This design comes from an exercise in tuning for small area on the open sky130 flow, not from production work.
In this exercise RTL edits were held to simulation tests only and were not proved equivalent to the original.

## run 1
// cim_node
module cim_node #(
    parameter logic [1:0] NODE_ID = 2'd0
) (
    input  logic clk,
    input  logic rst_n,
    input  logic [3:0] bus_op,
    input  logic [47:0] bus_data,
    input  logic [1:0] bus_target_or_sender,
    output logic [3:0] bus_out_op,
    output logic [47:0] bus_out_data,
    output logic [1:0] bus_out_target_or_sender,
    output logic bus_drive,
    output logic is_ready
);
    logic to_me;
    logic op_load_start;
    logic op_load;
    logic op_send;
    logic op_par_start;
    logic op_par;
    assign to_me = (bus_target_or_sender == NODE_ID);
    assign op_load_start = (bus_op == 4'd1);
    assign op_load = (bus_op == 4'd2);
    assign op_send = (bus_op == 4'd3) & to_me;
    assign op_par_start = (bus_op == 4'd5);
    assign op_par = (bus_op == 4'd6) & to_me;
    assign bus_out_target_or_sender = NODE_ID;
    logic [5:0] par_ptr;
    logic [1:0] par_lane;
    logic [15:0] lane_data;
    logic [15:0] kern [8];
    logic [15:0] bias;
    always_comb begin
        case (par_lane)
            2'd1: lane_data = bus_data[31:16];
            2'd2: lane_data = bus_data[47:32];
            default: lane_data = bus_data[15:0];
        endcase
    end
    always_ff @(posedge clk) begin
        if (op_par_start) begin
            par_ptr <= bus_data[5:0];
            par_lane <= 2'd0;
        end else if (op_par) begin
            par_ptr <= par_ptr + 6'd1;
            par_lane <= (par_lane == 2'd2) ? 2'd0 : par_lane + 2'd1;
        end
    end
    always_ff @(posedge clk) begin
        for (int j = 0; j < 8; j++) begin
            if (op_par && par_ptr == 6'(j)) kern[j] <= lane_data;
        end
        if (op_par && par_ptr == 6'd8) bias <= lane_data;
    end
    logic [4:0] wcnt;
    logic [7:0] ksel;
    logic [15:0] k_cur;
    logic [15:0] acc;
    logic [15:0] acc_base;
    logic [15:0] acc_next;
    logic [15:0] x_in;
    always_ff @(posedge clk) begin
        if (op_load_start) begin
            wcnt <= '0;
        end else if (op_load) begin
            wcnt <= wcnt + 5'd1;
        end
    end
    always_comb begin
        for (int j = 0; j < 8; j++) ksel[j] = (wcnt[2:0] == 3'(j));
        k_cur = '0;
  ...
Settings: LEC_CHECK=0, ABC_AREA=1, CAP_MARGIN=0, CORE_MARGIN=2, CORE_UTILIZATION=40, PLACE_DENSITY=0.6, SLEW_MARGIN=0; clock period 10.0 ns.
standard.sh (not shown) runs the stock make flow with config.mk's settings and CLKGATE_MAP_FILE= SYNTH_SCRIPT=/design/flow/synth_recipe.tcl, a recipe that flattens the netlist after the stock synthesis.
==> flow/flow/run.sh <==
#!/bin/bash
# Own flow: the standard layout (standard.sh, unchanged synthesis), with
# small port buffers and a clock tree of smaller buffers without dummy loads.
# Every input and output port still gets its buffer; the clock still reaches
# the registers only through clock buffers.
set -euo pipefail
here=$(pwd)
log=$here/flow_make.log
CTS="-sink_clustering_enable -repair_clock_nets -dont_use_dummy_load"
CTS="$CTS -buf_list sky130_fd_sc_hd__clkbuf_8"
CTS="$CTS -sink_clustering_size 16 -sink_clustering_max_diameter 80"
bash standard.sh \
  "BUFFER_PORTS_ARGS=-buffer_cell sky130_fd_sc_hd__buf_1" \
  "CTS_ARGS=$CTS" \
  finish > "$log" 2>&1
test -f out/final.def
Run 1: PASS, flow complete, no timing, DRC or antenna violations
Changes in run 2 relative to run 1:
Settings: putting SYNTH_HIERARCHICAL at 1 where nothing was set.
==> flow/flow/run.sh <==
#!/bin/bash
# Own flow: the standard layout (standard.sh and its synthesis script),
# with three changes to how the layout is made:
#  - ABC maps for area only (map -a, twice) without its buffering and upsizing;
#    flip-flops are mapped before ABC runs, so the registers are unchanged;
#  - every port gets a buf_1 as its port buffer;
#  - the clock tree uses clkbuf_8 on clusters of up to 16 sinks, with no dummy loads.
set -euo pipefail
here=$(pwd)
cp -r "$FLOW_HOME/scripts" "$here/scripts_abc"
printf 'strash\ndch\nmap -a\nstrash\ndch\nmap -a\ntopo\ndnsize -c\n' > "$here/scripts_abc/abc_area.script"
CTS="-sink_clustering_enable -repair_clock_nets -dont_use_dummy_load"
CTS="$CTS -buf_list sky130_fd_sc_hd__clkbuf_8"
CTS="$CTS -sink_clustering_size 16 -sink_clustering_max_diameter 80"
bash standard.sh \
  "SCRIPTS_DIR=$here/scripts_abc" \
  "BUFFER_PORTS_ARGS=-buffer_cell sky130_fd_sc_hd__buf_1" \
  "CTS_ARGS=$CTS" \
  finish > "$here/flow_make.log" 2>&1
test -f out/final.def
[summary]
- The final layout from run 2, which completed every stage, passed the timing, design-rule and antenna checks at the end of the flow.
- Between run 2 and run 1, the difference in instance count along the most critical hold path is negligible.
- Cell with the biggest individual delay on the critical path = sky130_fd_sc_hd__fa_1: run 2; cell with the biggest individual delay on the critical path = sky130_fd_sc_hd__nor2_4: run 1
- On run 2: instance count of the mapped netlist is 22% lower than what run 1 gave.
- Comparing run 2 and run 1, the lower sequential portion of the cell area is on run 1.
- First-pass GRT wire length ends up lower on run 2.
- Run 1 → run 2: post-route fraction of the period consumed by the critical path picked up an extra 6.8 points; cell area lost 5.7%; total length of routed met2 wires lost 8.8%.
- Compared with run 1, number of multi-input combinational cells in the layout in run 2 decreased by more than 10%.
### run 2 -> run 3
Settings: CORE_UTILIZATION: 40 -> 60; PLACE_DENSITY: 0.6 -> 0.75; SYNTH_HIERARCHICAL: 1 -> unset.
==> flow/flow/run.sh <==
#!/bin/bash
# Own flow: the standard layout (standard.sh, unchanged synthesis), with
# small port buffers and a clock tree of smaller buffers without dummy loads.
# Every input and output port still gets its buffer; the clock still reaches
# the registers only through clock buffers.
set -euo pipefail
here=$(pwd)
log=$here/flow_make.log
CTS="-sink_clustering_enable -repair_clock_nets -dont_use_dummy_load"
CTS="$CTS -buf_list sky130_fd_sc_hd__clkbuf_8"
CTS="$CTS -sink_clustering_size 16 -sink_clustering_max_diameter 80"
bash standard.sh \
  "BUFFER_PORTS_ARGS=-buffer_cell sky130_fd_sc_hd__buf_1" \
  "CTS_ARGS=$CTS" \
  finish > "$log" 2>&1
test -f out/final.def
==> comparison <==
- Run 3 vs. run 2: count of cell types in the netlist grew by 20, synthesized cell count higher, multi-input combinational cell count increased by about 30% relative to the old numbers, fraction of the mapped netlist area in compound gates lost 2.8 points, total vias in the final route climbed 14%.
- The core of run 3 is more densely filled than that of run 2.
- Run 3 reports its leading cell type in the layout, fill and taps excluded as sky130_fd_sc_hd__nand2_1 while run 2 reports sky130_fd_sc_hd__clkinv_1.
- Run 3 reached the end of the flow, and the finished layout is clean on the timing, design-rule and antenna checks.
- Run 2 finished end to end and its layout was clean on timing, DRC and antenna.
- Fmax: run 3 above run 2
- Total clock buffers created by CTS was higher in run 2 than in run 3.
- Run 2 leaves less setup margin than run 3.
Relative to run 3, the following input files were edited for run 4:
Settings: CAP_MARGIN: 0 -> 20; SLEW_MARGIN: 0 -> 20; PLACE_DENSITY: 0.75 -> 0.6; CORE_UTILIZATION: 60 -> 40.
==> flow/run.sh (new file) <==
#!/bin/bash
# synth_recipe.tcl (not shown) runs the flow's synth.tcl, then flattens the netlist and writes it again
# the make line also repeats each setting of config.mk as NAME=value (left out here)
make -C /OpenROAD-flow-scripts/flow DESIGN_CONFIG=/design/flow/config.mk WORK_HOME=/design/flow/orfs CLKGATE_MAP_FILE= SYNTH_SCRIPT=/design/flow/synth_recipe.tcl finish
removed: flow/flow/run.sh
removed: flow/standard.sh
## What came out
Run 4 did not stop at any stage, and its layout met the timing, design-rule and antenna checks.
Per the comparison of run 4 with run 3, maximum frequency went up; number of cells on the critical path went down; first-pass iteration count of the detailed router went up.
When the final numbers for run 4 and run 3 were put side by side, the area of all placed cells without fillers turned out to be smaller in run 3.
Overall fraction of global-route tracks in use (higher): run 3
Run 4 — fraction of layout cells with a size suffix above 1 1.5 points higher, run 3 as reference
--- input diff run 4..run 5 ---
Settings: a change of SLEW_MARGIN from 20 to 0; a change of CAP_MARGIN from 20 to 0; an added SYNTH_HIERARCHICAL of 1.
==> flow/flow/run.sh (new file) <==
#!/bin/bash
# Own flow: the standard layout (standard.sh and its synthesis script),
# with these changes to how the layout is made:
#  - ABC maps for area only (map -a, twice) without its buffering and upsizing;
#  - Yosys's quick ABC pass before adder extraction is skipped for the
#    arithmetic module mac_engine only (it has no registers; the top module,
#    which holds every register, is synthesized exactly as before);
#    flip-flops are mapped before the final ABC runs, so the registers are unchanged;
#  - every port gets a buf_1 as its port buffer;
#  - the clock tree uses clkbuf_8 on clusters of up to 16 sinks, with no dummy loads.
set -euo pipefail
here=$(pwd)
cp -r "$FLOW_HOME/scripts" "$here/scripts_abc"
printf 'strash\ndch\nmap -a\nstrash\ndch\nmap -a\ntopo\ndnsize -c\n' > "$here/scripts_abc/abc_area.script"
python3 - "$here/scripts_abc/synth.tcl" <<'PY'
import sys
p = sys.argv[1]
s = open(p).read()
old = "  synth -top $::env(DESIGN_NAME) -run fine: {*}$synth_full_args\n"
new = ("  synth -top $::env(DESIGN_NAME) -run fine:check -noabc {*}$synth_full_args\n"
       "  abc -fast $::env(DESIGN_NAME)\n"
       "  opt -fast\n"
       "  synth -top $::env(DESIGN_NAME) -run check: {*}$synth_full_args\n")
assert s.count(old) == 1
open(p, "w").write(s.replace(old, new))
PY
CTS="-sink_clustering_enable -repair_clock_nets -dont_use_dummy_load"
CTS="$CTS -buf_list sky130_fd_sc_hd__clkbuf_8"
CTS="$CTS -sink_clustering_size 16 -sink_clustering_max_diameter 80"
bash standard.sh \
  "SCRIPTS_DIR=$here/scripts_abc" \
  "BUFFER_PORTS_ARGS=-buffer_cell sky130_fd_sc_hd__buf_1" \
  "CTS_ARGS=$CTS" \
  finish > "$here/flow_make.log" 2>&1
test -f out/final.def
==> flow/standard.sh (new file) <==
#!/bin/bash
# synth_recipe.tcl (not shown) runs the flow's synth.tcl, then flattens the netlist and writes it again
# the make line also repeats each setting of config.mk as NAME=value (left out here)
make -C /OpenROAD-flow-scripts/flow DESIGN_CONFIG=/design/flow/config.mk WORK_HOME=/design/flow/orfs CLKGATE_MAP_FILE= SYNTH_SCRIPT=/design/flow/synth_recipe.tcl "${@:-finish}"
removed: flow/run.sh
--- outcome ---
Of run 5 and run 4, the higher overall global routing resource usage belongs to run 5.
Per the comparison of run 5 with run 4, setup clock skew after layout increased 56 ps.
Re first-pass iteration count of the detailed router: run 5 and run 4 aren't equal, and the lower value belongs to run 5.
Re wire length of the first global-routing pass: run 5 and run 4 aren't equal, and the higher value belongs to run 4.
Between run 5 and run 4, the number of enable flip-flop cells after synthesis does not differ in any meaningful way.
Run 5 vs run 4, minimum period implied by the final worst setup slack went up by 400 ps.
Run 5 reports a lower final standard cell count with taps included and fillers excluded than run 4 does.
Per the comparison of run 5 with run 4, floorplan row count now smaller; worst hold slack now larger.
Edits applied to the flow inputs when going from run 5 to run 6:
==> flow/flow/run.sh <==
#!/bin/bash
# Own flow: the standard layout (standard.sh, unchanged synthesis), with
# small port buffers and a clock tree of smaller buffers without dummy loads.
# Every input and output port still gets its buffer; the clock still reaches
# the registers only through clock buffers.
set -euo pipefail
here=$(pwd)
log=$here/flow_make.log
CTS="-sink_clustering_enable -repair_clock_nets -dont_use_dummy_load"
CTS="$CTS -buf_list sky130_fd_sc_hd__clkbuf_8"
CTS="$CTS -sink_clustering_size 16 -sink_clustering_max_diameter 80"
bash standard.sh \
  "BUFFER_PORTS_ARGS=-buffer_cell sky130_fd_sc_hd__buf_1" \
  "CTS_ARGS=$CTS" \
  finish > "$log" 2>&1
test -f out/final.def
## What came out
Run 6 against run 5: die area rose by 11%, area share of fa/ha/maj cells after synthesis moved down, number of nets at the end of the flow now sits higher, first-iteration DRC count went up by about 24%.
Row number of global-route vias before repair: run 6 higher / run 5 lower
wcnt[0]$_SDFFE_PP0N_ as the launching element of the worst setup path was reported by run 6, and bus_op[1] by run 5.
Lower clock period minus worst slack goes to run 6 over run 5.
Compared with run 5, in run 6 clock buffer count from CTS shrank by 1, average instance area after synthesis shrank by 15%, highest achievable clock rate grew by about 9%.
In run 6 the layout overhead on the synthesized area turned out 4.6 points lower than in run 5.

-- what the ideal ports hide --
The flow's constraints put no driver on any port. The routed layouts listed below were extracted and timed again, unchanged, in two steps.
Step 1 assumes that a clkbuf_16 drives the clock port and a buf_2 every other input.
Step 2 times the ports against the registers' clock, not the clock port: input delays grow and output delays shrink by t, the midpoint of the rising clock arrivals with the driver on.
Slacks: no drivers / after step 1 / after step 2; pairs: no drivers / after step 1.
| run | t (ns) | slack for setup (ns) | worst setup path after step 2 |
|---|---|---|---|
| run 1 | 0.602 | 1.704 / 1.704 / 1.428 | input to register |
| run 2 | 0.595 | 1.023 / 1.045 / 0.451 | input to register |
| run 3 | 0.575 | 1.536 / 1.536 / 1.468 | input to register |
| run 4 | 0.601 | 1.677 / 1.692 / 1.091 | input to register |
| run 5 | 0.572 | 1.280 / 1.298 / 0.726 | input to register |
| run 6 | 0.591 | 2.005 / 2.005 / 1.634 | input to register |
After both steps setup and hold are still met in every run listed. For run 4, which loses most, drivers alone change the setup slack by +0.015 ns; drivers and shift together by -0.586 ns.
